Source: an optimization exercise on an open RTL-to-GDS flow (aim: small area and few clock cycles per item). Production flows keep margins and buffers that such runs may drop. RTL that was checked went through simulation tests only; none was proved equivalent to the original. Function not checked in run 2: the RTL went through the layout flow alone. Power is estimated from default activity; no workload was simulated.

<file path="design.v">
package lprd_pkg;
  localparam int unsigned ByteW   = 8;
  localparam int unsigned WordW   = 32;
  localparam int unsigned ErrW    = 3;
  localparam int unsigned FieldW  = 2;
  localparam int unsigned CurW    = 30;
  localparam int unsigned TdByteLsb  = 0;
  localparam int unsigned TdArgLsb   = TdByteLsb + ByteW;
  localparam int unsigned TdEndBit   = TdArgLsb + WordW;
  localparam int unsigned TdCountLsb = TdEndBit + 1;
  localparam int unsigned TdErrLsb   = TdCountLsb + WordW;
  localparam int unsigned TdUsedW    = TdErrLsb + ErrW;
  localparam int unsigned OutTdataW  = ((TdUsedW + 7) / 8) * 8;
  localparam int unsigned TdPadW     = OutTdataW - TdUsedW;
  localparam int unsigned CfgIdxW = 1;
  localparam logic [CfgIdxW-1:0] CfgMaxFrameBytes = 1'd0;
  localparam logic [CfgIdxW-1:0] CfgMaxArguments  = 1'd1;
  localparam logic [WordW-1:0] MaxFrameBytesRst = 32'd33554432;
  localparam logic [WordW-1:0] MaxArgumentsRst  = 32'd200000;
  localparam logic [WordW-1:0] FieldBytes       = 32'd4;
  typedef enum logic [1:0] {
    PH_FRAME_LEN,
    PH_ARG_COUNT,
    PH_ARG_LEN,
    PH_ARG_DATA
  } phase_e;
  typedef enum logic [ErrW-1:0] {
    ERR_NONE          = 3'd0,
    ERR_TOO_LONG      = 3'd1,
    ERR_TOO_MANY_ARGS = 3'd2,
    ERR_OVERRUN       = 3'd3,
    ERR_TRAILING      = 3'd4
  } err_e;
  typedef struct packed {
    logic [WordW-1:0] max_frame_bytes;
    logic [WordW-1:0] max_arguments;
  } lprd_limits_t;
  typedef struct packed {
    err_e             error_code;
    logic [WordW-1:0] frame_arg_count;
    logic             frame_done;
    logic             arg_end;
    logic [WordW-1:0] arg_number;
    logic [ByteW-1:0] data_byte;
    logic             data_valid;
  } lprd_result_t;
endpackage
import lprd_pkg::*;
module lprd_in_reg (
  input  logic                       clk_i,
  input  logic                       rst_ni,
  input  logic                       s_valid_i,
  output logic                       s_ready_o,
  input  logic [lprd_pkg::ByteW-1:0] s_data_i,
  input  logic                       take_i,
  output logic                       valid_o,
  output logic [lprd_pkg::ByteW-1:0] data_o
);
  logic             valid_q, valid_d;
  logic [ByteW-1:0] data_q;
  logic             load;
  assign s_ready_o = !valid_q || take_i;
  assign load      = s_valid_i && s_ready_o;
  assign valid_d   = load || (valid_q && !take_i);
  always_ff @(posedge clk_i or negedge rst_ni) begin
    if (!rst_ni) begin
      valid_q <= 1'b0;
    end else begin
      valid_q <= valid_d;
    end
  end
  always_ff @(posedge clk_i) begin
    if (load) begin
      data_q <= s_data_i;
    end
  end
  assign valid_o = valid_q;
  assign data_o  = data_q;
endmodule
import lprd_pkg::*;
module lprd_out_reg (
  input  lprd_pkg::lprd_result_t         result_i,
  output logic [lprd_pkg::OutTdataW-1:0] m_data_o,
  output logic                           m_last_o,
  output logic                           m_user_o
);
  assign m_data_o = {{TdPadW{1'b0}}, result_i.error_code, result_i.frame_arg_count,
                     result_i.arg_end, result_i.arg_number, result_i.data_byte};
  assign m_last_o = result_i.frame_done;
  assign m_user_o = result_i.data_valid;
endmodule
import lprd_pkg::*;
module lprd_parser (
  input  logic                       clk_i,
  input  logic                       rst_ni,
  input  logic                       step_i,
  input  logic [lprd_pkg::ByteW-1:0] byte_i,
  input  lprd_pkg::lprd_limits_t     limits_i,
  output lprd_pkg::lprd_result_t     result_o
);
  lprd_pkg::phase_e   phase_q, phase_d;
  lprd_pkg::err_e     err_q, err_d, err_new;
  logic [FieldW-1:0]  pos_q;
  logic [WordW-1:0]   acc_q;    
  logic [WordW-1:0]   fbl_q;    
  logic [WordW-1:0]   cnt_q;    
  logic [CurW-1:0]    cur_q;    
  logic [WordW-1:0]   acc_new;
  logic [CurW-1:0]    cur_inc;
  logic               in_data, field_done, finish, boundary, args_zero;
  logic               fbl_zero, fbl_short;
  logic               ev_data, ev_end, ev_done, ok;
  assign acc_new    = {acc_q[WordW-ByteW-1:0], byte_i};
  assign cur_inc    = cur_q + CurW'(1);
  assign in_data    = (phase_q == PH_ARG_DATA);
  assign field_done = !in_data && (pos_q == '1);
  assign fbl_zero   = (fbl_q[WordW-1:1] == '0);
  assign fbl_short  = (fbl_q[WordW-1:3] == '0) && (fbl_q[2:0] <= 3'd4);
  always_comb begin
    phase_d   = phase_q;
    err_new   = ERR_NONE;
    finish    = 1'b0;
    boundary  = 1'b0;
    args_zero = 1'b0;
    ev_done   = 1'b0;
    if (in_data) begin
      if (acc_q == WordW'(1)) begin
        finish = 1'b1;
      end
    end else if (field_done) begin
      case (phase_q)
        PH_FRAME_LEN: begin
          if (acc_new > limits_i.max_frame_bytes) begin
            err_new = ERR_TOO_LONG;
          end else if (acc_new < FieldBytes) begin
            err_new = ERR_OVERRUN;
          end else begin
            phase_d = PH_ARG_COUNT;
          end
        end
        PH_ARG_COUNT: begin
          if (acc_new > limits_i.max_arguments) begin
            err_new = ERR_TOO_MANY_ARGS;
          end else begin
            boundary  = 1'b1;
            args_zero = (acc_new == '0);
          end
        end
        default: begin   
          if (acc_new >= fbl_q) begin
            err_new = ERR_OVERRUN;
          end else if (acc_new == '0) begin
            finish = 1'b1;
          end else begin
            phase_d = PH_ARG_DATA;
          end
        end
      endcase
    end
    if (finish) begin
      boundary  = 1'b1;
      args_zero = (cnt_q[WordW-1:CurW] == '0) && (cnt_q[CurW-1:0] == cur_inc);
    end
    if (boundary) begin
      if (args_zero) begin
        if (fbl_zero) begin
          ev_done = 1'b1;
          phase_d = PH_FRAME_LEN;
        end else begin
          err_new = ERR_TRAILING;
        end
      end else if (fbl_short) begin
        err_new = ERR_OVERRUN;
      end else begin
        phase_d = PH_ARG_LEN;
      end
    end
  end
  assign err_d   = (err_q != ERR_NONE) ? err_q : err_new;
  assign ok      = (err_d == ERR_NONE);
  assign ev_data = in_data;
  assign ev_end  = finish;
  always_comb begin
    result_o                 = '0;
    result_o.error_code      = err_d;
    if (ok) begin
      result_o.data_valid      = ev_data;
      result_o.data_byte       = ev_data ? byte_i : '0;
      result_o.arg_number      = (ev_data || ev_end) ? WordW'(cur_q) : '0;
      result_o.arg_end         = ev_end;
      result_o.frame_done      = ev_done;
      result_o.frame_arg_count = (ev_done && finish) ? cnt_q : '0;
    end
  end
  always_ff @(posedge clk_i or negedge rst_ni) begin
    if (!rst_ni) begin
      phase_q <= PH_FRAME_LEN;
      pos_q   <= '0;
      err_q   <= ERR_NONE;
    end else if (step_i) begin
      phase_q <= phase_d;
      if (!in_data) begin
        pos_q <= pos_q + FieldW'(1);
      end
      err_q   <= err_d;
    end
  end
  always_ff @(posedge clk_i) begin
    if (step_i) begin
      acc_q <= in_data ? acc_q - WordW'(1) : acc_new;
      fbl_q <= (phase_q == PH_FRAME_LEN) ? acc_new : fbl_q - WordW'(1);
      if (phase_q == PH_ARG_COUNT) begin
        cnt_q <= acc_new;
      end
      if (phase_q == PH_FRAME_LEN) begin
        cur_q <= '0;
      end else if (finish) begin
        cur_q <= cur_inc;
      end
    end
  end
endmodule
import lprd_pkg::*;
module length_prefixed_request_deframer_top (
  input  logic                           clk_i,
  input  logic                           rst_ni,
  input  logic                           s_axis_tvalid,
  output logic                           s_axis_tready,
  input  logic [lprd_pkg::ByteW-1:0]     s_axis_tdata,    
  output logic                           m_axis_tvalid,
  input  logic                           m_axis_tready,
  output logic [lprd_pkg::OutTdataW-1:0] m_axis_tdata,
  output logic                           m_axis_tlast,    
  output logic                           m_axis_tuser,    
  input  logic                           cfg_we_i,
  input  logic [lprd_pkg::CfgIdxW-1:0]   cfg_index_i,
  input  logic [lprd_pkg::WordW-1:0]     cfg_wdata_i
);
  lprd_pkg::lprd_limits_t     limits_q;
  logic             in_valid, step;
  logic [ByteW-1:0] in_byte;
  lprd_pkg::lprd_result_t     result;
  always_ff @(posedge clk_i or negedge rst_ni) begin
    if (!rst_ni) begin
      limits_q.max_frame_bytes <= MaxFrameBytesRst;
      limits_q.max_arguments   <= MaxArgumentsRst;
    end else if (cfg_we_i) begin
      if (cfg_index_i == CfgMaxFrameBytes) begin
        limits_q.max_frame_bytes <= cfg_wdata_i;
      end else begin
        limits_q.max_arguments   <= cfg_wdata_i;
      end
    end
  end
  assign step = in_valid && m_axis_tready;
  lprd_in_reg u_in_reg (
    .clk_i     (clk_i),
    .rst_ni    (rst_ni),
    .s_valid_i (s_axis_tvalid),
    .s_ready_o (s_axis_tready),
    .s_data_i  (s_axis_tdata),
    .take_i    (m_axis_tready),
    .valid_o   (in_valid),
    .data_o    (in_byte)
  );
  lprd_parser u_parser (
    .clk_i    (clk_i),
    .rst_ni   (rst_ni),
    .step_i   (step),
    .byte_i   (in_byte),
    .limits_i (limits_q),
    .result_o (result)
  );
  lprd_out_reg u_out_reg (
    .result_i (result),
    .m_data_o (m_axis_tdata),
    .m_last_o (m_axis_tlast),
    .m_user_o (m_axis_tuser)
  );
  assign m_axis_tvalid = in_valid;
endmodule
</file>
<file path="run.sh">
#!/bin/bash
# synth_recipe.tcl (not shown) runs the flow's synth.tcl, then flattens the netlist and writes it again
# the make line also repeats each setting of config.mk as NAME=value (left out here)
make -C /OpenROAD-flow-scripts/flow DESIGN_CONFIG=/design/flow/config.mk WORK_HOME=/design/flow/orfs CLKGATE_MAP_FILE= SYNTH_SCRIPT=/design/flow/synth_recipe.tcl finish
</file>
<file path="config.mk">
export PLATFORM = sky130hd
export DESIGN_NAME = length_prefixed_request_deframer_top
export DESIGN_NICKNAME = length_prefixed_request_deframer_top
export VERILOG_FILES = /design/flow/design.v
export SDC_FILE = /design/flow/constraint.sdc
export NUM_CORES = 4
export LEC_CHECK = 0
export CAP_MARGIN = 20
export CORE_MARGIN = 2
export CORE_UTILIZATION = 40
export SLEW_MARGIN = 20
</file>
<file path="constraint.sdc">
create_clock -name core_clock -period 7.0 [get_ports {clk_i}]
set_input_delay 1.4000 -clock core_clock [delete_from_list [all_inputs] [get_ports {clk_i}]]
set_output_delay 1.4000 -clock core_clock [all_outputs]
set_load 0.01 [all_outputs]
</file>
==> results of run 1 <==
## power groups by stage
stage / combinational (mW) / sequential, mW / clock, mW
3_3_place_gp: 0.492 / 1.56 / 0
6_report: 0.512 / 1.54 / 1.43
5_1_grt: 0.589 / 1.55 / 1.52
2_1_floorplan: 0.369 / 1.51 / 0
4_1_cts: 0.517 / 1.54 / 1.46
3_5_place_dp: 0.512 / 1.56 / 0
## through the flow
| step | area, um^2 | setup WS [ps] | utilization (%) |
|---|---|---|---|
| final | 16200 | 415 | 48.3 |
| after global routing | 16200 | 113 | 48.3 |
| after CTS | 16200 | 401 | 48.3 |
| after detailed placement | 15300 | 1010 | 45.5 |
| after global placement | 15300 | 969 | 45.5 |
| after floorplan | 13600 | 2230 | - |
## path summary, 6_finish.rpt
check,start,slack (ps),cells after the start,end
worst min register to register,u_parser.pos_q[0]$_DFFE_PN0P_,480,1,u_parser.pos_q[0]$_DFFE_PN0P_
worst min-delay path,u_parser.pos_q[0]$_DFFE_PN0P_,480,1,u_parser.pos_q[0]$_DFFE_PN0P_
max in group asynchronous,rst_ni,5380,1,u_parser.err_q[2]$_DFFE_PN0P_
min in group asynchronous,rst_ni,990,1,limits_q[60]$_DFFE_PN0P_
worst max register to register,u_parser.cur_q[9]$_SDFFCE_PP0P_,2970,9,u_parser.err_q[0]$_DFFE_PN0P_
worst max-delay path,u_parser.cur_q[9]$_SDFFCE_PP0P_,410,10,m_axis_tdata[40]
## synth_stat cells (all sizes together) (13+ instances only)
cell type and number:
a21oi 49, and2 36, buf 21, clkbuf 51, dfrtp 65, edfxtp 134
ha 102, inv 115, mux2 34, nand2 149, nand2b 13, nand3 58
nand4 45, nor2 121, nor3 41, nor4 36, o21ai 123, xnor2 83
xor2 24
## routing by layer
layer	up-vias	global-route usage [%]	part of all wire, %
met4	0	5.95	2.3
met2	297	37.0	48
li1	5394	-	-
met5	-	0	0
met3	61	2.55	4.4
met1	5398	29.5	45
## state kept, by name (all words and copies together), names as in the netlist, 3 cells and up
register	cells
limits_q	64
u_parser.acc_q	32
u_parser.cnt_q	32
u_parser.fbl_q	32
u_parser.cur_q	30
u_in_reg.data_q	8
u_parser.err_q	3
## layout by cell type (no fill, tap or decap), types with 13 or more instances in the layout
cell and n:
nor4_1 33, mux2_2 34, and2_1 36, ha_1 102
inv_1 114, nor3_1 37, xnor2_1 83, edfxtp_1 134
buf_4 20, nand3_1 58, xor2_1 24, o21ai_0 122
dfrtp_1 65, nor2_1 119, nand2_1 149, a21oi_1 48
nand4_1 45, nand2b_1 13, clkbuf_16 29, clkdlybuf4s50_1 120
## cell families (layout without fill, tap and decap cells)
kind of cell    Yosys count  in the layout  synth area share (%)
compound gates          253            253                  11.3
xor+xnor                111            111                  7.57
fa+ha+maj               102            102                  9.38
buf+inv                 187            305                  5.53
mux                      37             37                  3.03
simple gates            556            556                  20.3
other cells               1              8                0.0276
flops                   206            206                  42.9
## worst max-delay path: stages, from the launching register on
cell and delay (ps):
edfxtp_1 510, nand4_1 410, nor4_1 830, nand3_1 250
xor3_1 260, nand3_1 130, or4_1 650, o31ai_4 450
o21ai_1 160, nor4_1 380, clkdlybuf4s50_1 610
## final cells by class
type / instances / area share (%)
Multi-Input combinational cell: 1067 / 43.7
Timing Repair Buffer: 140 / 8.34
Clock buffer: 34 / 4.66
Inverter: 115 / 2.67
Clock inverter: 16 / 1.10
Sequential cell: 206 / 36.0
Tap cell: 448 / 3.46
==> flow_metrics.tcl, run 1 <==
set metrics [dict create \
    status "timing/DRC/antenna clean" \
    vias_per_cell 5.50 \
    synth_ff_type "edfxtp_1" \
    gr-total-overflow 0 \
    yosysWarningCount 3 \
    dieHeight_um 188 \
    relSlewSlack_pct 36.6 \
    drv_slew 0 \
    drtIter0Drc 845 \
    final_cells 2026 \
    critPathLaunchType "flip-flop" \
    critPathRequiredTime_ps 5600 \
    hpwl_um 28500 \
    core_area_mm2 0.0335 \
    multi_input_comb_area_mm2 0.00708 \
    grt_pass1_vias 11000 \
    worst_skew_pair.late_latency_ps 550 \
    vdd_ir_drop_max_mv 0.164 \
    yosysTopAreaCellShare_pct 29.6 \
    final_nets 1705 \
    setup_viol 0 \
    p_switching_mw 0.962 \
    drive_gt1_share_pct 7.92 \
    grt_pass1_wl_um 61500 \
    nFillCells 3202 \
    fin_crit_ps 6590 \
    worstSetupPathType "reg -> out" \
    hold_buffers 0 \
    seqPwrFrac_pct 44.2 \
    skew_ps 16.1 \
    power_density_mw_per_mm2 215 \
    start_util_pct 40.6 \
    drc 0 \
    regArea_mm2 0.00583 \
    hold_path.class "reg -> reg" \
    switching_share_pct 27.6 \
    seq_area_frac_synth_pct 42.9 \
    fin_crit_sh_pct 94.1 \
    cts_sinks 206 \
    finalHoldViolCount 0 \
    synth_seq_cells 206 \
    dieWidth_um 188 \
    routed_wl_um 38800 \
    port_buffers 121 \
    p_int_mw 2.52 \
    p_leak_nw 6.21 \
    dieArea_mm2 0.0355 \
    rsz0062_at_grt "false" \
    wl_per_cell_um 19.2 \
    placed_cells 1976 \
    max_clock_freq_mhz 152 \
    clock-root-buffer "clkbuf_16" \
    track_usage_pct 21.8 \
    synthCells 1453 \
    place.gp.congestion 0.931 \
    clk_pin_slew_worst_paths_ps 60 \
    cts_tree "yes" \
    clockBufferDepth 3 \
    cts_buffers 27 \
    p_comb_share_pct 14.7 \
    synth-async-reset-ratio_pct 35.0 \
    vias 11200 \
    tns_ps 0 \
    yosysUniqueCellTypes 76 \
    io_pins 130 \
    synth_area_leaders "edfxtp_1 (30%), dfrtp_1 (12%), ha_1 (9.4%)" \
    total_power_mw 3.48 \
    grt_max_degree 73 \
    yosys.area.top_type "edfxtp_1" \
    cts_resized 0 \
    grt_antenna_before_repair 0 \
    worstPathArrival_ps 5190 \
    cap_viol_max_count 0 \
    synth_edf_count 134 \
    rows 67 \
    worst_setup_path_end_kind "output pin" \
    cp_max_fo 8 \
    htree_levels 1 \
    syn_avg_cell_area_um2 9.37 \
    whs_ps 478 \
    diodes 0 \
    drt_first_pass_iters 5 \
    tightest_slew_ps 950 \
    ant_nets 0 \
    post-cts-setup-buffers 0 \
    clockPowerShare_pct 41.1 \
    synthToLayoutAreaGrowth_pct 19.0 \
    synth_area_mm2 0.0136 \
]
Testbench counts, summed over its fixed seeds: cycles 28,313, items 28,305.
==> inputs of run 2 (changes only) <==
--- a/design.v
+++ b/design.v
@@ -110,12 +110,42 @@
   logic               in_data, field_done, finish, boundary, args_zero;
   logic               fbl_zero, fbl_short;
   logic               ev_data, ev_end, ev_done, ok;
+  logic [WordW-1:0]   cmp_op;
+  logic               cmp_gt;
   assign acc_new    = {acc_q[WordW-ByteW-1:0], byte_i};
-  assign cur_inc    = cur_q + CurW'(1);
+  logic [WordW-1:0] fbl_dec, acc_dec;
+  logic [WordW:0]   fbl_bw, acc_bw;
+  logic [CurW:0]    cur_cy;
+  assign fbl_bw[0] = 1'b1;
+  assign acc_bw[0] = 1'b1;
+  assign cur_cy[0] = 1'b1;
+  for (genvar i = 0; i < WordW; i++) begin : g_dec
+    assign fbl_dec[i]  = fbl_q[i] ^ fbl_bw[i];
+    assign fbl_bw[i+1] = ~fbl_q[i] & fbl_bw[i];
+    assign acc_dec[i]  = acc_q[i] ^ acc_bw[i];
+    assign acc_bw[i+1] = ~acc_q[i] & acc_bw[i];
+  end
+  for (genvar i = 0; i < CurW; i++) begin : g_inc
+    assign cur_inc[i]  = cur_q[i] ^ cur_cy[i];
+    assign cur_cy[i+1] = cur_q[i] & cur_cy[i];
+  end
   assign in_data    = (phase_q == PH_ARG_DATA);
   assign field_done = !in_data && (pos_q == '1);
   assign fbl_zero   = (fbl_q[WordW-1:1] == '0);
   assign fbl_short  = (fbl_q[WordW-1:3] == '0) && (fbl_q[2:0] <= 3'd4);
+  always_comb begin
+    case (phase_q)
+      PH_FRAME_LEN: cmp_op = limits_i.max_frame_bytes;
+      PH_ARG_COUNT: cmp_op = limits_i.max_arguments;
+      default:      cmp_op = fbl_q;
+    endcase
+  end
+  logic [WordW:0] cmp_c;
+  assign cmp_c[0] = phase_q[1];
+  for (genvar i = 0; i < WordW; i++) begin : g_cmp
+    assign cmp_c[i+1] = (acc_new[i] & ~cmp_op[i]) | ((acc_new[i] | ~cmp_op[i]) & cmp_c[i]);
+  end
+  assign cmp_gt = cmp_c[WordW];
   always_comb begin
     phase_d   = phase_q;
     err_new   = ERR_NONE;
@@ -130,7 +160,7 @@
     end else if (field_done) begin
       case (phase_q)
         PH_FRAME_LEN: begin
-          if (acc_new > limits_i.max_frame_bytes) begin
+          if (cmp_gt) begin
             err_new = ERR_TOO_LONG;
           end else if (acc_new < FieldBytes) begin
             err_new = ERR_OVERRUN;
@@ -139,7 +169,7 @@
           end
         end
         PH_ARG_COUNT: begin
-          if (acc_new > limits_i.max_arguments) begin
+          if (cmp_gt) begin
             err_new = ERR_TOO_MANY_ARGS;
           end else begin
             boundary  = 1'b1;
@@ -147,7 +177,7 @@
           end
         end
         default: begin   
-          if (acc_new >= fbl_q) begin
+          if (cmp_gt) begin
             err_new = ERR_OVERRUN;
           end else if (acc_new == '0) begin
             finish = 1'b1;
@@ -207,8 +237,8 @@
   end
   always_ff @(posedge clk_i) begin
     if (step_i) begin
-      acc_q <= in_data ? acc_q - WordW'(1) : acc_new;
-      fbl_q <= (phase_q == PH_FRAME_LEN) ? acc_new : fbl_q - WordW'(1);
+      acc_q <= in_data ? acc_dec : acc_new;
+      fbl_q <= (phase_q == PH_FRAME_LEN) ? acc_new : fbl_dec;
       if (phase_q == PH_ARG_COUNT) begin
         cnt_q <= acc_new;
       end
==> run 2 against run 1 <==
Highest routed layer unchanged. Clock power fell by 8%. Synthesized cell count shrank 24%. Die area shrank 11%. The layout now fails its checks (setup timing). Sequential cell count unchanged. Count of clock-buffer cells in the layout decreased by 2. Critical path depth increased by 31. Combinational power decreased by about 10%. Critical path type unchanged. Global-route usage shrank 2.1 points.
==> flow_metrics.tcl, run 2 <==
set metrics [dict create \
    cp_max_fo 5 \
    clockBufferDepth 3 \
    cts_tree "yes" \
    cts_sinks 206 \
    synth-async-reset-ratio_pct 35.0 \
    yosysMostFrequentCell "edfxtp_1" \
    core_area_mm2 0.0296 \
    finalHoldViolCount 0 \
    critPathRequiredTime_ps 5600 \
    yosys.area.top_type "edfxtp_1" \
    synthCells 1109 \
    yosys-top-cells-count "edfxtp_1 (134), nor2_1 (103), ha_1 (90)" \
    synth_edf_count 134 \
    tightest_slew_ps 920 \
    drc 0 \
    grt_max_degree 73 \
    final_cells 1680 \
    placed_cells 1619 \
    skew_ps 10.1 \
    rows 63 \
    grt_pass1_vias 8716 \
    stdcell_area_mm2 0.0156 \
    vdd_ir_drop_max_mv 0.157 \
    yosysTopAreaCellShare_pct 33.5 \
    top_register "limits_q" \
    place.gp.congestion 0.889 \
    power_density_mw_per_mm2 210 \
    slowest_stage "edfxtp_1" \
    drv_slew 0 \
    synth_area_mm2 0.0120 \
    setup_viol 74 \
    status "complete, but fails checks" \
    io_pins 130 \
    gr-total-overflow 0 \
    place_area_mm2 0.0144 \
    drtIter0Drc 560 \
    start_util_pct 40.6 \
    seq_area_frac_synth_pct 48.5 \
    worst_setup_path_end_kind "output pin" \
    diodes 0 \
    synth_area_leaders "edfxtp_1 (33%), dfrtp_1 (14%), ha_1 (9.4%)" \
    syn_avg_cell_area_um2 10.8 \
    synth_ff_type "edfxtp_1" \
    dieWidth_um 177 \
    hpwl_um 22000 \
    routed_wl_um 30600 \
    htree_levels 1 \
    fin_crit_ps 8690 \
    final_common_cell "edfxtp_1" \
    preCtsSetupSlack_ps -1790 \
    cap_viol_max_count 0 \
    vias 8800 \
    worst_skew_pair.late_latency_ps 520 \
    layout_common_cells "edfxtp_1 (134), mux2_2 (78), inv_1 (70), nor2_1 (70)" \
    clock-root-buffer "clkbuf_16" \
    clk_pin_slew_worst_paths_ps 60 \
    final_nets 1408 \
    dieHeight_um 177 \
    synthToLayoutAreaGrowth_pct 30.2 \
    relSlewSlack_pct 38.7 \
    r2r_setup_slack_ps 270 \
    p_leak_nw 6.45 \
    cpMostUsedCell "ha_4" \
    ant_nets 0 \
    largest_reg_flops 64 \
    max_clock_freq_mhz 115 \
    grt_antenna_before_repair 0 \
    critPathMaxStageDelay_ps 410 \
    hold_buffers 0 \
    port_buffers 121 \
    hold_path.class "reg -> reg" \
    violations "setup timing" \
    yosysUniqueCellTypes 70 \
    cts_buffers 24 \
    postLayoutSetupSlackWorst_ps -1690 \
    dieArea_mm2 0.0315 \
    yosysWarningCount 3 \
    synth_seq_cells 206 \
    critPathLaunchType "flip-flop" \
    rsz0062_at_grt "true" \
    grt_pass1_wl_um 48400 \
    fin_crit_sh_pct 124 \
    wl_per_cell_um 18.2 \
    drive_gt1_share_pct 32.6 \
    whs_ps 486 \
    worstPathArrival_ps 7290 \
    drt_first_pass_iters 5 \
    vias_per_cell 5.24 \
    worstSetupPathType "reg -> out" \
    track_usage_pct 19.6 \
]
==> run 2: worst paths after layout <==
check                                                startpoint                              end  depth (start not counted)
min in group asynchronous                                rst_ni         limits_q[40]$_DFFE_PN0P_                          1
worst max-delay path            u_parser.cur_q[1]$_SDFFCE_PN0P_                  m_axis_tdata[4]                         41
worst min register to register    u_parser.pos_q[0]$_DFFE_PN0P_    u_parser.pos_q[0]$_DFFE_PN0P_                          1
worst max register to register  u_parser.cur_q[1]$_SDFFCE_PN0P_  u_parser.phase_q[1]$_DFFE_PN0P_                         41
max in group asynchronous                                rst_ni  u_parser.phase_q[0]$_DFFE_PN0P_                          1
worst min-delay path              u_parser.pos_q[0]$_DFFE_PN0P_    u_parser.pos_q[0]$_DFFE_PN0P_                          1
==> run 2: what timing repair did <==
| action | in CTS | in global routing |
|---|---|---|
| buffers inserted | 12 | 3 |
| endpoints found under the setup margin | 75 | 78 |
| resized for setup | 389 | 51 |
| gates cloned | 5 | 1 |
| pin swaps | 20 | 13 |
==> run 2: worst max-delay path: cells and delay by family (launching register included) <==
kind,cells,cell delay (ps)
compound gates,3,360
xor+xnor,1,110
simple gates,6,920
buf+inv,3,500
flops,1,410
fa+ha+maj,28,4410
==> run 2: through the flow <==
step / utilization, % / power [mW] / TNS, ps
2_1_floorplan: - / 1.81 / -56180
3_3_place_gp: 48.6 / 1.98 / -113290
3_5_place_dp: 48.6 / 1.99 / -121230
4_1_cts: 52.3 / 3.32 / -121230
5_1_grt: 52.8 / 3.42 / -133520
6_report: 52.8 / 3.29 / -115820
==> run 2: area by class of cell <==
class	instances	area [um^2]
Clock inverter	12	141
Tap cell	390	488
Inverter	73	274
Sequential cell	206	5840
Fill cell	2646	14000
Multi-Input combinational cell	779	6420
Timing Repair Buffer	188	1790
Clock buffer	32	692
==> run 2: per-layer routing <==
metal / share of wire, % / wire, um / track usage [%] / up-vias
met4: 2.0 / 608 / 4.68 / 0
li1: - / - / - / 4300
met3: 4.6 / 1420 / 2.51 / 40
met2: 47 / 14300 / 32.4 / 216
met5: 0 / 0 / 0 / -
met1: 46 / 14200 / 27.6 / 4244
==> run 2: kinds of logic (layout without fill, tap and decap cells) <==
logic type / after synthesis / after routing / synth area share [%]
AO/OA/AOI/OAI: 170 / 170 / 9.07
multiplexers: 111 / 111 / 10.1
XOR/XNOR: 34 / 34 / 2.48
flip-flops: 206 / 206 / 48.5
other: 1 / 8 / 0.0312
adder cells (fa/ha/maj): 105 / 105 / 10.6
buffers and inverters: 131 / 305 / 4.69
AND/OR/NAND/NOR: 351 / 351 / 14.4
==> run 2: power by group <==
group	total, mW	internal [mW]	switching (mW)	leakage, nW
Clock	1.31	0.806	0.508	0.416
Combinational	0.460	0.206	0.254	4.12
Sequential	1.51	1.42	0.0887	1.91
Total	3.29	2.44	0.851	6.45
==> inputs of run 3 (changes only) <==
--- a/design.v
+++ b/design.v
@@ -105,6 +105,7 @@
   logic [WordW-1:0]   fbl_q;    
   logic [WordW-1:0]   cnt_q;    
   logic [CurW-1:0]    cur_q;    
+  logic               last_q;   
   logic [WordW-1:0]   acc_new;
   logic [CurW-1:0]    cur_inc;
   logic               in_data, field_done, finish, boundary, args_zero;
@@ -189,7 +190,7 @@
     end
     if (finish) begin
       boundary  = 1'b1;
-      args_zero = (cnt_q[WordW-1:CurW] == '0) && (cnt_q[CurW-1:0] == cur_inc);
+      args_zero = last_q;
     end
     if (boundary) begin
       if (args_zero) begin
@@ -236,6 +237,9 @@
     end
   end
   always_ff @(posedge clk_i) begin
+    last_q <= (cnt_q[WordW-1:CurW] == '0) && (cnt_q[CurW-1:0] == cur_inc);
+  end
+  always_ff @(posedge clk_i) begin
     if (step_i) begin
       acc_q <= in_data ? acc_dec : acc_new;
       fbl_q <= (phase_q == PH_FRAME_LEN) ? acc_new : fbl_dec;
==> run 3 against run 2 <==
Clock power decreased by 11%. Synthesized area increased by 0.31%. Largest cell class is now registers. Cell area decreased by 7.7%. Count of clock-buffer cells in the layout decreased by 3. Total power decreased by 2.0%. Setup slack improved by 1900 ps. Via count decreased by 6.6%. Non-clock buffer count decreased by 43. Critical path type is now reg -> reg. The run now finishes clean.
==> flow_metrics.tcl, run 3 <==
set metrics [dict create \
    synth_seq_cells 207 \
    wl_met3_um 1260 \
    cts_tree "yes" \
    top_register "limits_q" \
    synth_ff_type "edfxtp_1" \
    drv_slew 0 \
    core_area_mm2 0.0296 \
    synthToLayoutAreaGrowth_pct 19.7 \
    vias_per_cell 5.20 \
    diodes 0 \
    layout_common_cells "edfxtp_1 (134), clkdlybuf4s50_1 (122), and2_1 (102), ha_1 (76), mux2_2 (72)" \
    fin_crit_sh_pct 96.8 \
    yosysWarningCount 3 \
    p_int_mw 2.37 \
    startpoint "u_parser.acc_q[0]$_DFFE_PP_" \
    htree_levels 1 \
    final_common_cell "edfxtp_1" \
    worstPathArrival_ps 7030 \
    yosys-top-cells-count "edfxtp_1 (134), and2_1 (102), ha_1 (90)" \
    clk_pin_slew_worst_paths_ps 60 \
    p_leak_nw 5.67 \
    clockPowerShare_pct 36.2 \
    final_util_pct 48.7 \
    worst_setup_path_end_kind "flip-flop" \
    wl_met1_um 13900 \
    r2r_end "u_parser.acc_q[31]$_DFFE_PP_" \
    worstHoldEndpoint "u_parser.pos_q[0]$_DFFE_PN0P_" \
    wl_per_cell_um 18.1 \
    yosysTopAreaCellShare_pct 33.4 \
    fin_crit_ps 6770 \
    dieWidth_um 178 \
    yosysMostFrequentCell "edfxtp_1" \
    worst_skew_pair.late_latency_ps 520 \
    grt_pass1_vias 8098 \
    largest_reg_flops 64 \
    p_switching_mw 0.855 \
    postLayoutSetupSlackWorst_ps 227 \
    cpMostUsedCell "ha_1" \
    switching_share_pct 26.5 \
    drt_first_pass_iters 5 \
    drc 0 \
    rsz0062_at_grt "false" \
    place.gp.congestion 0.835 \
    yosys.area.top_type "edfxtp_1" \
    hold_depth 1 \
    critPathRequiredTime_ps 7260 \
    synth_edf_count 134 \
    power_density_mw_per_mm2 223 \
    dieHeight_um 178 \
    synth_area_leaders "edfxtp_1 (33%), dfrtp_1 (13%), ha_1 (9.3%)" \
    vias 8215 \
    gr-total-overflow 0 \
    hpwl_um 20700 \
    io_pins 130 \
    max_clock_freq_mhz 148 \
    nFillCells 2717 \
    start_util_pct 40.7 \
    multi_input_comb_area_mm2 0.00570 \
    dr_wl_met2_um 12700 \
    synth-async-reset-ratio_pct 34.8 \
    tns_ps 0 \
    port_buffers 123 \
    cp_max_fo 2 \
    rows 63 \
    min-delay-start "u_parser.pos_q[0]$_DFFE_PN0P_" \
    drtIter0Drc 497 \
    final_nets 1307 \
    seq_area_frac_synth_pct 48.6 \
    reg2reg_depth 34 \
    routed_wl_um 28600 \
    cts_sinks 207 \
    clockBufferDepth 3 \
    cap_viol_max_count 0 \
    relSlewSlack_pct 35.9 \
    syn_avg_cell_area_um2 11.5 \
    critPathMaxStageDelay_ps 370 \
    track_usage_pct 18.4 \
    skew_ps 17.0 \
    preCtsSetupSlack_ps 6.27 \
    r2r_start "u_parser.acc_q[0]$_DFFE_PP_" \
    setup_viol 0 \
    finalHoldViolCount 0 \
    seqPwrFrac_pct 47.4 \
    ant_nets 0 \
    hold_path.class "reg -> reg" \
    critPathLaunchType "flip-flop" \
    tightest_slew_ps 961 \
    grt_pass1_wl_um 45600 \
    vdd_ir_drop_max_mv 0.157 \
    grt_max_degree 94 \
    drive_gt1_share_pct 16.1 \
    slowest_stage "edfxtp_1" \
    yosysUniqueCellTypes 84 \
    synth_area_mm2 0.0121 \
    status "timing/DRC/antenna clean" \
    highest_layer "met4" \
    worstSetupPathType "reg -> reg" \
    r2r_setup_slack_ps 230 \
    hold_buffers 0 \
    dieArea_mm2 0.0315 \
    grt_antenna_before_repair 0 \
    regArea_mm2 0.00586 \
    clock-root-buffer "clkbuf_16" \
    p_comb_share_pct 16.4 \
    synthCells 1049 \
    cts_buffers 24 \
]
[run 3: cell types whose count changed after synthesis, sizes merged, moves of 6 or more]
cell	previous run	this run
nor2	103	50
and2	67	102
nand3	41	6
clkbuf	30	20
nand2	66	58
xnor2	11	3
xor2	23	31
a211oi	6	13
a21o	1	7
buf	28	34
maj3	15	9
nand2b	8	14
o21ai	56	50
[run 3: power by group through the flow]
stage | registers, mW | clock network, mW | logic (mW)
final | 1.53 | 1.17 | 0.527
after global routing | 1.54 | 1.24 | 0.588
after floorplan | 1.50 | 0 | 0.343
after global placement | 1.55 | 0 | 0.521
after CTS | 1.53 | 1.20 | 0.531
after detailed placement | 1.55 | 0 | 0.526
[run 3: metal layers]
metal,vias up,GRT usage (%)
li1,4009,-
met1,3954,27.0
met2,203,28.8
met3,49,2.31
met4,0,4.54
met5,-,0
[run 3: per-stage QoR]
step | instance area [um^2] | hold WS [ps] | power [mW] | instances
after floorplan | 12100 | 424 | 1.85 | 1054
after global placement | 13600 | 461 | 2.07 | 1531
after detailed placement | 13600 | 475 | 2.08 | 1531
after CTS | 14400 | 486 | 3.25 | 1577
after global routing | 14400 | 501 | 3.38 | 1579
final | 14400 | 483 | 3.22 | 1579
[run 3: timing repair]
item,4_1_cts,5_1_grt
pin swaps,0,4
endpoints found under the setup margin,1,4
gates resized for setup,0,18
buffers inserted,2,2
[run 3: worst max-delay path by stage]
| stage | endpoint | slack [ps] | cells past startpoint |
|---|---|---|---|
| 6_report | u_parser.acc_q[31]$_DFFE_PP_ | 230 | 34 |
| 5_1_grt | u_parser.last_q$_DFF_P_ | 1 | 32 |
| 4_1_cts | u_parser.fbl_q[31]$_DFFE_PP_ | 20 | 34 |
| 3_5_place_dp | u_parser.fbl_q[31]$_DFFE_PP_ | 6 | 34 |
| 3_3_place_gp | u_parser.fbl_q[31]$_DFFE_PP_ | 130 | 34 |
| 2_1_floorplan | u_parser.acc_q[31]$_DFFE_PP_ | 340 | 34 |
[run 3: cell type report]
type	count	share of cell area (%)
tap	390	3.38
multi-input combinational	724	39.5
clock buffer	29	4.58
clock inverter	15	0.537
inverter	69	1.81
timing repair buffer	145	9.64
sequential	207	40.6
[run 3: worst max-delay path: cells and delay by family (launching register included)]
| family | cells | cell delay, ps |
|---|---|---|
| AO/OA/AOI/OAI | 1 | 70 |
| XOR/XNOR | 1 | 140 |
| adder cells (fa/ha/maj) | 30 | 5770 |
| buffers and inverters | 1 | 60 |
| flip-flops | 1 | 370 |
| AND/OR/NAND/NOR | 1 | 60 |
[run 3: cells by family (layout without fill, tap and decap cells)]
family,count (synthesis),after routing,share of synthesized area [%]
DFF,207,207,48.6
buffers and inverters,123,258,4.80
and+or+nand+nor,297,297,13.5
AOI/OAI and AO/OA,175,175,9.75
xor gates and xnor gates,34,34,2.47
adders and majority gates,99,99,10.1
muxes,113,113,10.8
other,1,6,0.0311
Testbench counts of run 3, summed over its fixed seeds: cycles 28,313, items 28,305.
==> inputs of run 4 (changes only) <==
==> flow/run.sh (new file) <==
#!/bin/bash
# The standard layout (standard.sh: the standard flow's synthesis and ORFS steps, unchanged), with
# smaller port buffers and a clock tree without dummy loads. Each tool's output goes to
# the ORFS logs under orfs/logs; make's own output goes to standard.log here.
set -euo pipefail
export BUFFER_PORTS_ARGS="-buffer_cell sky130_fd_sc_hd__buf_1"
export CTS_ARGS="-sink_clustering_enable -repair_clock_nets -dont_use_dummy_load"
bash standard.sh > standard.log 2>&1
==> standard.sh (new file) <==
#!/bin/bash
# synth_recipe.tcl (not shown) runs the flow's synth.tcl, then flattens the netlist and writes it again
# the make line also repeats each setting of config.mk as NAME=value (left out here)
make -C /OpenROAD-flow-scripts/flow DESIGN_CONFIG=/design/flow/config.mk WORK_HOME=/design/flow/orfs CLKGATE_MAP_FILE= SYNTH_SCRIPT=/design/flow/synth_recipe.tcl "${@:-finish}"
removed: run.sh
==> run 4 against run 3 <==
Still clean. Final cell count decreased by 1.4%. Highest routed layer unchanged. Largest power group unchanged. First-iteration DRC count increased by 12%. Setup slack improved by 2.8 ps. Combinational power decreased by 12%. Routed wire length decreased by 0.65%.
==> flow_metrics.tcl, run 4 <==
set metrics [dict create \
    status "timing/DRC/antenna clean" \
    tns_ps 0 \
    stdcell_area_mm2 0.0135 \
    clockBufferDepth 3 \
    place_area_mm2 0.0129 \
    finalHoldViolCount 0 \
    dieArea_mm2 0.0315 \
    synthToLayoutAreaGrowth_pct 12.0 \
    power_density_mw_per_mm2 224 \
    yosys-top-cells-count "edfxtp_1 (134), and2_1 (102), ha_1 (90)" \
    seq_area_frac_synth_pct 48.6 \
    dieWidth_um 178 \
    ant_nets 0 \
    final_common_cell "edfxtp_1" \
    total_power_mw 3.03 \
    yosysUniqueCellTypes 84 \
    tightest_slew_ps 1070 \
    hold_path.class "reg -> reg" \
    drv_slew 0 \
    critPathLaunchType "flip-flop" \
    cts_sinks 207 \
    fin_crit_ps 6770 \
    hpwl_um 20700 \
    max_clock_freq_mhz 148 \
    final_cells 1557 \
    grt_antenna_before_repair 0 \
    port_buffers 123 \
    reg2reg_depth 34 \
    hold_depth 1 \
    fin_crit_sh_pct 96.7 \
    layout_common_cells "edfxtp_1 (134), buf_1 (122), and2_1 (102), ha_1 (74), mux2_2 (72)" \
    yosysTopAreaCellShare_pct 33.4 \
    synth-async-reset-ratio_pct 34.8 \
    slowest_stage "edfxtp_1" \
    clk_pin_slew_worst_paths_ps 60 \
    cts_tree "yes" \
    min-delay-start "u_parser.pos_q[0]$_DFFE_PN0P_" \
    drtIter0Drc 557 \
    diodes 0 \
    rsz0062_at_grt "false" \
    synth_ff_type "edfxtp_1" \
    io_pins 130 \
    rows 63 \
    place.gp.congestion 0.830 \
    relSlewSlack_pct 28.2 \
    worst_setup_path_end_kind "flip-flop" \
    vias_per_cell 5.22 \
    cap_viol_max_count 0 \
    worstPathArrival_ps 7030 \
    dieHeight_um 178 \
    yosysWarningCount 3 \
    syn_avg_cell_area_um2 11.5 \
    core_area_mm2 0.0296 \
    top_register "limits_q" \
    r2r_end "u_parser.acc_q[31]$_DFFE_PP_" \
    grt_max_degree 94 \
    synth_area_mm2 0.0121 \
    drive_gt1_share_pct 15.2 \
    skew_ps 39.6 \
    gr-total-overflow 0 \
    start_util_pct 40.7 \
    yosysMostFrequentCell "edfxtp_1" \
    drc 0 \
    wl_per_cell_um 18.2 \
    yosys.area.top_type "edfxtp_1" \
    placed_cells 1531 \
    final_nets 1305 \
    hold_buffers 0 \
    setup_viol 0 \
    drt_first_pass_iters 4 \
    worst_skew_pair.late_latency_ps 520 \
    grt_pass1_vias 7852 \
    synthCells 1049 \
    r2r_start "u_parser.acc_q[0]$_DFFE_PP_" \
    worstSetupPathType "reg -> reg" \
    synth_area_leaders "edfxtp_1 (33%), dfrtp_1 (13%), ha_1 (9.3%)" \
    grt_pass1_wl_um 44500 \
    htree_levels 1 \
    cpMostUsedCell "ha_1" \
    largest_reg_flops 64 \
    cts_buffers 24 \
    worstHoldEndpoint "u_parser.pos_q[0]$_DFFE_PN0P_" \
    r2r_setup_slack_ps 230 \
    p_leak_nw 5.27 \
    synth_edf_count 134 \
    clock-root-buffer "clkbuf_16" \
    vdd_ir_drop_max_mv 0.172 \
    critPathMaxStageDelay_ps 340 \
    critPathRequiredTime_ps 7260 \
    routed_wl_um 28400 \
    cp_max_fo 2 \
    track_usage_pct 18.0 \
    synth_seq_cells 207 \
    vias 8130 \
]
-- run 4: cell counts after synthesis --
Identical to the previous run, type by type.
-- run 4: cell type report --
type / instances / area [um^2]
Clock buffer: 24 / 601
Fill cell: 2833 / 16100
Inverter: 69 / 262
Multi-Input combinational cell: 724 / 5690
Sequential cell: 207 / 5860
Tap cell: 390 / 488
Timing Repair Buffer: 143 / 613
-- run 4: how the worst max path moves through the flow --
| stage | endpoint | slack (ps) | cells after the start | from |
|---|---|---|---|---|
| after floorplan | u_parser.acc_q[31]$_DFFE_PP_ | 340 | 34 | u_parser.acc_q[0]$_DFFE_PP_ |
| after detailed placement | u_parser.fbl_q[31]$_DFFE_PP_ | 40 | 34 | u_parser.fbl_q[0]$_DFFE_PP_ |
| after global placement | u_parser.fbl_q[31]$_DFFE_PP_ | 140 | 34 | u_parser.fbl_q[0]$_DFFE_PP_ |
| after CTS | u_parser.fbl_q[31]$_DFFE_PP_ | 80 | 34 | u_parser.fbl_q[0]$_DFFE_PP_ |
| after global routing | u_parser.last_q$_DFF_P_ | 2 | 32 | u_parser.cur_q[1]$_SDFFCE_PN0P_ |
| final | u_parser.acc_q[31]$_DFFE_PP_ | 230 | 34 | u_parser.acc_q[0]$_DFFE_PP_ |
-- run 4: per-stage QoR --
stage	hold WS (ps)	setup WS [ps]	util, %
after floorplan	424	335	-
after global placement	465	137	43.4
after detailed placement	476	44.0	43.4
after CTS	487	78.4	45.4
after global routing	511	1.60	45.6
final	482	230	45.6
-- run 4: worst max-delay path: cells and delay by family, from the launching register on --
family,cells,cell delay (ps)
fa+ha+maj,30,5810
flops,1,340
buf+inv,1,80
simple gates,1,60
compound gates,1,70
xor+xnor,1,140
-- run 4: power by group --
group,total [mW],internal (mW),switching [mW]
Clock,1.04,0.598,0.446
Sequential,1.53,1.43,0.0985
Combinational,0.462,0.202,0.260
-- run 4: logic make-up after synthesis --
logic type | share of synthesized area, %
and+or+nand+nor | 13.5
DFF | 48.6
AOI/OAI and AO/OA | 9.75
buffers and inverters | 4.80
muxes | 10.8
adders and majority gates | 10.1
xor gates and xnor gates | 2.47
other | 0.0311
-- run 4: per-layer routing --
metal / up-vias / share of wire (%) / track usage (%)
met3: 36 / 4.9 / 2.31
met4: 0 / 1.9 / 3.83
met1: 3878 / 49 / 26.7
met5: - / 0 / 0
li1: 3983 / - / -
met2: 233 / 44 / 28.2
-- run 4: what timing repair did --
action	CTS	global route
resized for setup	0	17
setup buffers	0	2
setup endpoints to repair	0	5
==> inputs of run 5 (changes only) <==
--- a/flow/run.sh
+++ b/flow/run.sh
@@ -4,5 +4,5 @@
 # the ORFS logs under orfs/logs; make's own output goes to standard.log here.
 set -euo pipefail
 export BUFFER_PORTS_ARGS="-buffer_cell sky130_fd_sc_hd__buf_1"
-export CTS_ARGS="-sink_clustering_enable -repair_clock_nets -dont_use_dummy_load"
+export CTS_ARGS="-sink_clustering_enable -repair_clock_nets -dont_use_dummy_load -buf_list {sky130_fd_sc_hd__clkbuf_4}"
 bash standard.sh > standard.log 2>&1
==> run 5 against run 4 <==
Still clean on timing, DRC and antenna. Count of clock-buffer cells in the layout increased by 34. Clock skew increased by 38 ps. Routed wire length increased by 0.58%. Global-route usage increased by 0.28 points. Critical path depth unchanged. Die area unchanged. Non-clock buffer count decreased by 1. Combinational power about the same. Total power decreased by 7.5%. Clock power decreased by 22%. Largest cell class unchanged.
==> flow_metrics.tcl, run 5 <==
set metrics [dict create \
    slowest_stage "edfxtp_1" \
    status "timing/DRC/antenna clean" \
    htree_levels 2 \
    seq_area_frac_synth_pct 48.6 \
    r2r_end "u_parser.acc_q[31]$_DFFE_PP_" \
    ant_nets 0 \
    dieArea_mm2 0.0315 \
    max_clock_freq_mhz 148 \
    worstHoldEndpoint "u_parser.pos_q[0]$_DFFE_PN0P_" \
    yosysTopAreaCellShare_pct 33.4 \
    cts_tree "yes" \
    rsz0062_at_grt "false" \
    tns_ps 0 \
    worst_setup_path_end_kind "flip-flop" \
    worst_skew_pair.late_latency_ps 680 \
    rows 63 \
    synth_seq_cells 207 \
    yosysMostFrequentCell "edfxtp_1" \
    drtIter0Drc 594 \
    worstPathArrival_ps 7190 \
    critPathLaunchType "flip-flop" \
    vias 8249 \
    drv_slew 0 \
    yosysUniqueCellTypes 84 \
    final_nets 1338 \
    clockBufferDepth 3 \
    place_area_mm2 0.0129 \
    cpMostUsedCell "ha_1" \
    worstSetupPathType "reg -> reg" \
    clock-root-buffer "clkbuf_4" \
    wl_per_cell_um 17.9 \
    reg2reg_depth 34 \
    setup_viol 0 \
    drive_gt1_share_pct 17.4 \
    cts_buffers 58 \
    power_density_mw_per_mm2 210 \
    synth_area_mm2 0.0121 \
    fin_crit_sh_pct 96.7 \
    synth-async-reset-ratio_pct 34.8 \
    largest_reg_flops 64 \
    synth_edf_count 134 \
    synthCells 1049 \
    core_area_mm2 0.0296 \
    highest_layer "met4" \
    drc 0 \
    cts_sinks 207 \
    preCtsSetupSlack_ps 44.0 \
    start_util_pct 40.7 \
    drt_first_pass_iters 4 \
    r2r_start "u_parser.acc_q[0]$_DFFE_PP_" \
    io_pins 130 \
    hold_depth 1 \
    skew_ps 77.6 \
    grt_pass1_wl_um 44900 \
    place.gp.congestion 0.830 \
    hold_path.class "reg -> reg" \
    vdd_ir_drop_max_mv 0.129 \
    top_register "limits_q" \
    cap_viol_max_count 0 \
    stdcell_area_mm2 0.0133 \
    min-delay-start "u_parser.pos_q[0]$_DFFE_PN0P_" \
    dr_wl_met2_um 12600 \
    startpoint "u_parser.acc_q[0]$_DFFE_PP_" \
    synth_ff_type "edfxtp_1" \
    syn_avg_cell_area_um2 11.5 \
    critPathRequiredTime_ps 7420 \
    final_util_pct 45.0 \
    routed_wl_um 28500 \
    port_buffers 123 \
    relSlewSlack_pct 33.5 \
    wl_met3_um 1510 \
    synthToLayoutAreaGrowth_pct 10.7 \
    grt_max_degree 94 \
    track_usage_pct 18.3 \
    yosys-top-cells-count "edfxtp_1 (134), and2_1 (102), ha_1 (90)" \
    layout_common_cells "edfxtp_1 (134), buf_1 (122), and2_1 (102), ha_1 (75), mux2_2 (72)" \
    p_leak_nw 5.24 \
    cp_max_fo 2 \
    wl_met1_um 14000 \
    critPathMaxStageDelay_ps 340 \
    fin_crit_ps 6770 \
    vias_per_cell 5.18 \
    grt_antenna_before_repair 1 \
    finalHoldViolCount 0 \
    r2r_setup_slack_ps 230 \
    gr-total-overflow 0 \
    yosys.area.top_type "edfxtp_1" \
    grt_pass1_vias 8146 \
    dieHeight_um 178 \
    tightest_slew_ps 990 \
    dieWidth_um 178 \
    postLayoutSetupSlackWorst_ps 231 \
    synth_area_leaders "edfxtp_1 (33%), dfrtp_1 (13%), ha_1 (9.3%)" \
    yosysWarningCount 3 \
    hpwl_um 20700 \
    final_common_cell "edfxtp_1" \
    clk_pin_slew_worst_paths_ps 70 \
]
-- run 5: cell counts after synthesis --
No cell type changed its count.
-- run 5: per-layer routing --
| layer | global-route usage [%] | up-vias |
|---|---|---|
| met1 | 26.3 | 3907 |
| li1 | - | 4059 |
| met3 | 3.23 | 40 |
| met2 | 28.4 | 243 |
| met4 | 5.12 | 0 |
| met5 | 0 | - |
-- run 5: final cells by class --
class                   count  area (um^2)
diodes                      1         2.50
clock buffers              58          435
fillers                  2867        16300
inverters                  69          262
multi-input cells         724         5700
flip-flops and latches    207         5860
well taps                 390          488
repair buffers            142          606
-- run 5: what timing repair did --
| item | in CTS | in global routing |
|---|---|---|
| buffers inserted | 0 | 1 |
| resized for setup | 0 | 17 |
| setup endpoints to repair | 0 | 34 |
| hold buffers | 0 | 0 |
-- run 5: power by group --
group	leakage (nW)	internal, mW	switching [mW]
registers	1.92	1.43	0.0990
logic	3.05	0.203	0.261
clock network	0.267	0.372	0.443
-- run 5: stage by stage --
step	hold WS, ps	power (mW)	cells
global placement	465	2.00	1531
CTS	488	2.84	1589
detailed placement	476	2.01	1531
global route	513	2.97	1591
floorplan	424	1.85	1054
finish	490	2.81	1591
-- run 5: cells by family after synthesis --
kind of cell | after synthesis | synth area share (%)
AO/OA/AOI/OAI | 175 | 9.75
XOR/XNOR | 34 | 2.47
adder cells (fa/ha/maj) | 99 | 10.1
buffers and inverters | 123 | 4.80
flip-flops | 207 | 48.6
multiplexers | 113 | 10.8
other | 1 | 0.0311
AND/OR/NAND/NOR | 297 | 13.5
-- run 5: critical path, delay by kind of cell, from the launching register on --
| family | cells | cell delay, ps |
|---|---|---|
| compound gates | 1 | 70 |
| xor+xnor | 1 | 140 |
| fa+ha+maj | 30 | 5830 |
| buf+inv | 1 | 80 |
| flops | 1 | 340 |
| simple gates | 1 | 60 |
-- run 5: how the worst max path moves through the flow --
stage,slack (ps),to,cells after the start
finish,230,u_parser.acc_q[31]$_DFFE_PP_,34
detailed placement,40,u_parser.fbl_q[31]$_DFFE_PP_,34
floorplan,340,u_parser.acc_q[31]$_DFFE_PP_,34
CTS,80,u_parser.acc_q[31]$_DFFE_PP_,34
global placement,140,u_parser.fbl_q[31]$_DFFE_PP_,34
global route,5,u_parser.fbl_q[31]$_DFFE_PP_,34
==> inputs of run 6 (changes only) <==
--- a/flow/run.sh
+++ b/flow/run.sh
@@ -4,5 +4,5 @@
 # the ORFS logs under orfs/logs; make's own output goes to standard.log here.
 set -euo pipefail
 export BUFFER_PORTS_ARGS="-buffer_cell sky130_fd_sc_hd__buf_1"
-export CTS_ARGS="-sink_clustering_enable -repair_clock_nets -dont_use_dummy_load -buf_list {sky130_fd_sc_hd__clkbuf_4}"
+export CTS_ARGS="-sink_clustering_enable -repair_clock_nets -dont_use_dummy_load -buf_list {sky130_fd_sc_hd__clkbuf_16} -sink_clustering_size 30 -sink_clustering_max_diameter 100"
 bash standard.sh > standard.log 2>&1
==> run 6 against run 5 <==
Core utilization is 0.53 points lower. Synthesized cell count unchanged. Via count fell by 1.6%. Largest power group unchanged.
==> flow_metrics.tcl, run 6 <==
set metrics [dict create \
    final_nets 1291 \
    seq_area_frac_synth_pct 48.6 \
    skew_ps 35.1 \
    multi_input_comb_area_mm2 0.00570 \
    hold_depth 1 \
    nFillCells 2874 \
    cts_buffers 11 \
    synth_ff_type "edfxtp_1" \
    synth_edf_count 134 \
    start_util_pct 40.7 \
    reg2reg_depth 34 \
    status "timing/DRC/antenna clean" \
    worst_skew_pair.late_latency_ps 470 \
    grt_antenna_before_repair 0 \
    drc 0 \
    yosys-top-cells-count "edfxtp_1 (134), and2_1 (102), ha_1 (90)" \
    vias 8118 \
    clock-root-buffer "clkbuf_16" \
    synth_area_mm2 0.0121 \
    preCtsSetupSlack_ps 44.0 \
    yosysWarningCount 3 \
    yosysTopAreaCellShare_pct 33.4 \
    hold_path.class "reg -> reg" \
    critPathRequiredTime_ps 7200 \
    io_pins 130 \
    worstPathArrival_ps 6990 \
    yosysMostFrequentCell "edfxtp_1" \
    r2r_setup_slack_ps 210 \
    hold_buffers 0 \
    drive_gt1_share_pct 14.5 \
    diodes 0 \
    worst_setup_path_end_kind "flip-flop" \
    power_density_mw_per_mm2 200 \
    track_usage_pct 17.8 \
    largest_reg_flops 64 \
    whs_ps 488 \
    slowest_stage "edfxtp_1" \
    syn_avg_cell_area_um2 11.5 \
    port_buffers 123 \
    relSlewSlack_pct 29.6 \
    cp_max_fo 4 \
    cpMostUsedCell "ha_1" \
    final_util_pct 44.5 \
    grt_pass1_wl_um 43900 \
    critPathLaunchType "flip-flop" \
    p_leak_nw 5.09 \
    yosys.area.top_type "edfxtp_1" \
    crit_buf_inv 1 \
    dieArea_mm2 0.0315 \
    top_register "limits_q" \
    hpwl_um 20700 \
    drtIter0Drc 522 \
    synthCells 1049 \
    wl_per_cell_um 18.2 \
    routed_wl_um 28100 \
    tightest_slew_ps 1050 \
    postLayoutSetupSlackWorst_ps 207 \
    synthToLayoutAreaGrowth_pct 9.37 \
    clockBufferDepth 3 \
    htree_levels 1 \
    tns_ps 0 \
    gr-total-overflow 0 \
    ant_nets 0 \
    yosysUniqueCellTypes 84 \
    dieHeight_um 178 \
    regArea_mm2 0.00586 \
    setup_viol 0 \
    dieWidth_um 178 \
    max_clock_freq_mhz 147 \
    vias_per_cell 5.26 \
    finalHoldViolCount 0 \
    clk_pin_slew_worst_paths_ps 110 \
    critPathMaxStageDelay_ps 400 \
    cts_tree "yes" \
    synth_area_leaders "edfxtp_1 (33%), dfrtp_1 (13%), ha_1 (9.3%)" \
    grt_max_degree 94 \
    cap_viol_max_count 0 \
    synth-async-reset-ratio_pct 34.8 \
    grt_pass1_vias 7769 \
    final_common_cell "edfxtp_1" \
    vdd_ir_drop_max_mv 0.142 \
    rsz0062_at_grt "false" \
    drt_first_pass_iters 7 \
    cp.depth 34 \
    layout_common_cells "edfxtp_1 (134), buf_1 (122), and2_1 (102), mux2_2 (72), ha_1 (70)" \
    worstSetupPathType "reg -> reg" \
    place.gp.congestion 0.830 \
    cp_top_family "adder cells" \
    cts_sinks 207 \
    fin_crit_ps 6790 \
    rows 63 \
    core_area_mm2 0.0296 \
    fin_crit_sh_pct 97.0 \
    drv_slew 0 \
    synth_seq_cells 207 \
]
[run 6: cell counts after synthesis]
Identical to the previous run, type by type.
[run 6: report_power, final]
group,internal (mW),switching [mW]
Clock,0.285,0.372
Combinational,0.202,0.261
Sequential,1.42,0.0989
Total,1.91,0.732
[run 6: layer usage]
layer  vias to the layer above  routed length [um]  track usage, %
met4                         0                 490            3.35
met2                       213               12400            27.9
li1                       3947                   -               -
met1                      3935               14100            26.9
met5                         -                   0               0
met3                        23                1150            1.69
[run 6: final cells by class]
| class | instances | share of cell area [%] |
|---|---|---|
| timing repair buffer | 142 | 4.59 |
| clock buffer | 11 | 2.09 |
| inverter | 69 | 1.98 |
| multi-input combinational | 724 | 43.2 |
| sequential | 207 | 44.4 |
| tap | 390 | 3.70 |
[run 6: path summary, 6_finish.rpt]
check                                         startpoint                             to
max                          u_parser.fbl_q[0]$_DFFE_PP_   u_parser.fbl_q[31]$_DFFE_PP_
min                        u_parser.pos_q[0]$_DFFE_PN0P_  u_parser.pos_q[0]$_DFFE_PN0P_
max reg2reg                  u_parser.fbl_q[0]$_DFFE_PP_   u_parser.fbl_q[31]$_DFFE_PP_
min reg2reg                u_parser.pos_q[0]$_DFFE_PN0P_  u_parser.pos_q[0]$_DFFE_PN0P_
max in group asynchronous                         rst_ni       limits_q[24]$_DFFE_PN0P_
min in group asynchronous                         rst_ni       limits_q[36]$_DFFE_PN0P_
[run 6: metrics by stage]
step	cells	cell area (um^2)	total power [mW]
after floorplan	1054	12100	1.85
after global placement	1531	12900	2.00
after detailed placement	1531	12900	2.01
after CTS	1542	13100	2.67
after global routing	1543	13200	2.78
final	1543	13200	2.64
[run 6: timing repair]
item | CTS | global route
setup endpoints to repair | 0 | 6
buffers inserted | 0 | 1
resized for setup | 0 | 21
[run 6: cell families after synthesis]
kind of cell | share of synthesized area, %
xor+xnor | 2.47
buf+inv | 4.80
simple gates | 13.5
mux | 10.8
compound gates | 9.75
other cells | 0.0311
flops | 48.6
fa+ha+maj | 10.1
[run 6: worst register-to-register path: cells and delay by family (launching register included)]
family	cells	cell delay, ps
xor+xnor	1	130
compound gates	1	70
fa+ha+maj	30	5780
flops	1	400
buf+inv	1	60
simple gates	1	70
==> inputs of run 7 (changes only) <==
==> flow/run.sh (replaced) <==
#!/bin/bash
# The standard layout (standard.sh: the standard flow's synthesis and ORFS steps, unchanged), with
# smaller port buffers and a clock tree without dummy loads. Each tool's output goes to
# the ORFS logs under orfs/logs; make's own output goes to standard.log here.
set -euo pipefail
export BUFFER_PORTS_ARGS="-buffer_cell sky130_fd_sc_hd__buf_1"
export CTS_ARGS="-sink_clustering_enable -repair_clock_nets -dont_use_dummy_load -buf_list {sky130_fd_sc_hd__clkbuf_8} -sink_clustering_size 20 -sink_clustering_max_diameter 60"
bash standard.sh > standard.log 2>&1
==> run 7 against run 6 <==
Largest cell class unchanged. Critical path depth stayed put. Critical path type unchanged. Die area stayed put. Still clean. Final cell count up 0.52%. Maximum frequency about the same. Sequential cell count is the same. Count of clock-buffer cells in the layout grew 8. Clock skew increased by 24 ps. First-iteration DRC count increased by 5.0%. Register-to-register slack is essentially flat.
==> flow_metrics.tcl, run 7 <==
set metrics [dict create \
    cts_tree "yes" \
    finalHoldViolCount 0 \
    fin_crit_sh_pct 97.0 \
    io_pins 130 \
    synth_ff_type "edfxtp_1" \
    start_util_pct 40.7 \
    status "timing/DRC/antenna clean" \
    place.gp.congestion 0.830 \
    cp_top_family "adder cells" \
    crit_buf_inv 1 \
    dieHeight_um 178 \
    worst_setup_path_end_kind "flip-flop" \
    synth-simple-area-share_pct 13.5 \
    worstHoldEndpoint "u_parser.pos_q[0]$_DFFE_PN0P_" \
    yosys.area.top_type "edfxtp_1" \
    power_density_mw_per_mm2 199 \
    whs_ps 492 \
    core_area_mm2 0.0296 \
    r2r_start "u_parser.fbl_q[0]$_DFFE_PP_" \
    hold_path.class "reg -> reg" \
    final_common_cell "edfxtp_1" \
    worstPathArrival_ps 7060 \
    cts_buffers 19 \
    stdcell_area_mm2 0.0132 \
    cp.depth 34 \
    critPathMaxStageDelay_ps 390 \
    setup_viol 0 \
    final_nets 1299 \
    cts_sinks 207 \
    drive_gt1_share_pct 14.6 \
    worstSetupPathType "reg -> reg" \
    drc 0 \
    layout_common_cells "edfxtp_1 (134), buf_1 (122), and2_1 (102), ha_1 (76), mux2_2 (72)" \
    postLayoutSetupSlackWorst_ps 209 \
    grt_max_degree 94 \
    yosysMostFrequentCell "edfxtp_1" \
    seq_area_frac_synth_pct 48.6 \
    gr-total-overflow 0 \
    synth_area_leaders "edfxtp_1 (33%), dfrtp_1 (13%), ha_1 (9.3%)" \
    fin_crit_ps 6790 \
    r2r_end "u_parser.fbl_q[31]$_DFFE_PP_" \
    dieWidth_um 178 \
    grt_pass1_vias 7833 \
    grt_pass1_wl_um 44100 \
    r2r_setup_slack_ps 210 \
    synth-async-reset-ratio_pct 34.8 \
    critPathLaunchType "flip-flop" \
    rows 63 \
    relSlewSlack_pct 31.0 \
    grt_antenna_before_repair 0 \
    synthAdderAreaFrac_pct 10.1 \
    tightest_slew_ps 1030 \
    cp_max_fo 4 \
    clk_pin_slew_worst_paths_ps 120 \
    max_clock_freq_mhz 147 \
    reg2reg_depth 34 \
    hold_depth 1 \
    p_leak_nw 5.11 \
    place_area_mm2 0.0129 \
    synth_xor_area_share_pct 2.47 \
    synth_compound_area_share_pct 9.75 \
    top_register "limits_q" \
    syn_avg_cell_area_um2 11.5 \
    synth_mux_area_share_pct 10.8 \
    port_buffers 123 \
    synth_seq_cells 207 \
    diodes 0 \
    wl_per_cell_um 18.2 \
    worst_skew_pair.late_latency_ps 530 \
    vias 8104 \
    yosys-top-cells-count "edfxtp_1 (134), and2_1 (102), ha_1 (90)" \
    dieArea_mm2 0.0315 \
    critPathRequiredTime_ps 7270 \
    htree_levels 1 \
    synth_top_family_by_area "simple AND/OR/NAND/NOR gates" \
    drv_slew 0 \
    preCtsSetupSlack_ps 44.0 \
    yosysUniqueCellTypes 84 \
    cpMostUsedCell "ha_1" \
    vdd_ir_drop_max_mv 0.134 \
    yosysTopAreaCellShare_pct 33.4 \
    slowest_stage "edfxtp_1" \
    ant_nets 0 \
    synth_edf_count 134 \
    drt_first_pass_iters 5 \
    final_util_pct 44.4 \
    min-delay-start "u_parser.pos_q[0]$_DFFE_PN0P_" \
    largest_reg_flops 64 \
    cap_viol_max_count 0 \
    vias_per_cell 5.23 \
    track_usage_pct 17.9 \
    skew_ps 58.8 \
    synth_area_mm2 0.0121 \
    hpwl_um 20700 \
    yosysWarningCount 3 \
    synthToLayoutAreaGrowth_pct 9.13 \
    routed_wl_um 28200 \
    clock-root-buffer "clkbuf_8" \
    synthCells 1049 \
    tns_ps 0 \
    clockBufferDepth 3 \
    drtIter0Drc 548 \
]
==> run 7: cell counts after synthesis <==
Identical to the previous run, type by type.
==> run 7: where the power goes <==
group          switching (mW)  internal, mW  leakage, nW  total (mW)
Sequential             0.0981          1.43         1.92        1.52
Clock                   0.383         0.244        0.137       0.627
Combinational           0.260         0.202         3.05       0.463
Total                   0.741          1.87         5.11        2.61
==> run 7: worst max path at each step <==
stage	to	slack, ps	from
2_1_floorplan	u_parser.acc_q[31]$_DFFE_PP_	340	u_parser.acc_q[0]$_DFFE_PP_
3_3_place_gp	u_parser.fbl_q[31]$_DFFE_PP_	140	u_parser.fbl_q[0]$_DFFE_PP_
3_5_place_dp	u_parser.fbl_q[31]$_DFFE_PP_	40	u_parser.fbl_q[0]$_DFFE_PP_
4_1_cts	u_parser.acc_q[31]$_DFFE_PP_	90	u_parser.acc_q[0]$_DFFE_PP_
5_1_grt	u_parser.fbl_q[31]$_DFFE_PP_	-1	u_parser.fbl_q[0]$_DFFE_PP_
6_report	u_parser.fbl_q[31]$_DFFE_PP_	210	u_parser.fbl_q[0]$_DFFE_PP_
==> run 7: area by class of cell <==
type | instances | area [um^2]
Clock buffer | 19 | 262
Fill cell | 2869 | 16500
Inverter | 69 | 262
Multi-Input combinational cell | 724 | 5690
Sequential cell | 207 | 5860
Tap cell | 390 | 488
Timing Repair Buffer | 142 | 606
==> run 7: repair_timing <==
action | 4_1_cts | 5_1_grt
endpoints found under the setup margin | 0 | 4
setup buffers | 0 | 1
hold buffers | 0 | 0
resized for setup | 0 | 15
==> run 7: kinds of logic after synthesis <==
kind of cell	after synthesis
AO/OA/AOI/OAI	175
other	1
AND/OR/NAND/NOR	297
multiplexers	113
XOR/XNOR	34
buffers and inverters	123
adder cells (fa/ha/maj)	99
flip-flops	207
==> run 7: per-layer routing <==
layer | share of wire (%) | up-vias | wire length (um) | global-route usage, %
met1 | 50 | 3907 | 14000 | 26.7
met4 | 1.7 | 0 | 491 | 3.31
li1 | - | 3960 | - | -
met5 | 0 | - | 0 | 0
met2 | 44 | 210 | 12400 | 28.1
met3 | 4.5 | 27 | 1270 | 2.08
==> run 7: worst reg2reg max path: cells and delay by family, from the launching register on <==
| kind | cells | cell delay, ps |
|---|---|---|
| buf+inv | 1 | 60 |
| flops | 1 | 390 |
| simple gates | 1 | 70 |
| compound gates | 1 | 70 |
| fa+ha+maj | 30 | 5860 |
| xor+xnor | 1 | 130 |
==> run 7: stage by stage <==
stage	instances	power (mW)
after CTS	1550	2.64
after global placement	1531	2.00
after global routing	1551	2.75
after floorplan	1054	1.85
final	1551	2.61
after detailed placement	1531	2.01

-- afterwards: timing with drivers on the ports --
The results above use ideal ports. As a check the final layouts listed here were re-extracted and re-timed, cells and wires unchanged. Step 1 (the two cells are an assumption about what drives the block):
set clk [get_ports {clk_i}]
set_driving_cell -lib_cell sky130_fd_sc_hd__clkbuf_16 $clk
set_driving_cell -lib_cell sky130_fd_sc_hd__buf_2 [delete_from_list [all_inputs] $clk]
Step 2 adds t to the input delays and takes it off the output delays; t is the mean of the earliest and latest rising clock arrival at the registers after step 1. Input paths then give back, and output paths get back, about the clock's delay inside the block. a / b / c = ideal ports / drivers / drivers and shift; a / b = the first two.
run	shift t [ns]	setup slack, ns	hold WS [ns]	worst register clock-pin slew, ns	cell pins on the clock port's net
run 1	0.589	0.415 / 0.364 / 0.953	0.478 / 0.478 / 0.478	0.06 / 0.06	1
run 2	0.561	-1.694 / -1.743 / -1.182	0.486 / 0.486 / 0.486	0.06 / 0.06	1
run 3	0.552	0.227 / 0.227 / 0.227	0.483 / 0.483 / 0.483	0.06 / 0.06	1
run 4	0.548	0.230 / 0.230 / 0.230	0.482 / 0.482 / 0.482	0.06 / 0.06	1
run 5	0.682	0.231 / 0.231 / 0.231	0.490 / 0.490 / 0.490	0.07 / 0.07	1
run 6	0.498	0.207 / 0.207 / 0.207	0.488 / 0.488 / 0.488	0.12 / 0.12	1
run 7	0.544	0.209 / 0.209 / 0.209	0.492 / 0.492 / 0.492	0.12 / 0.12	1
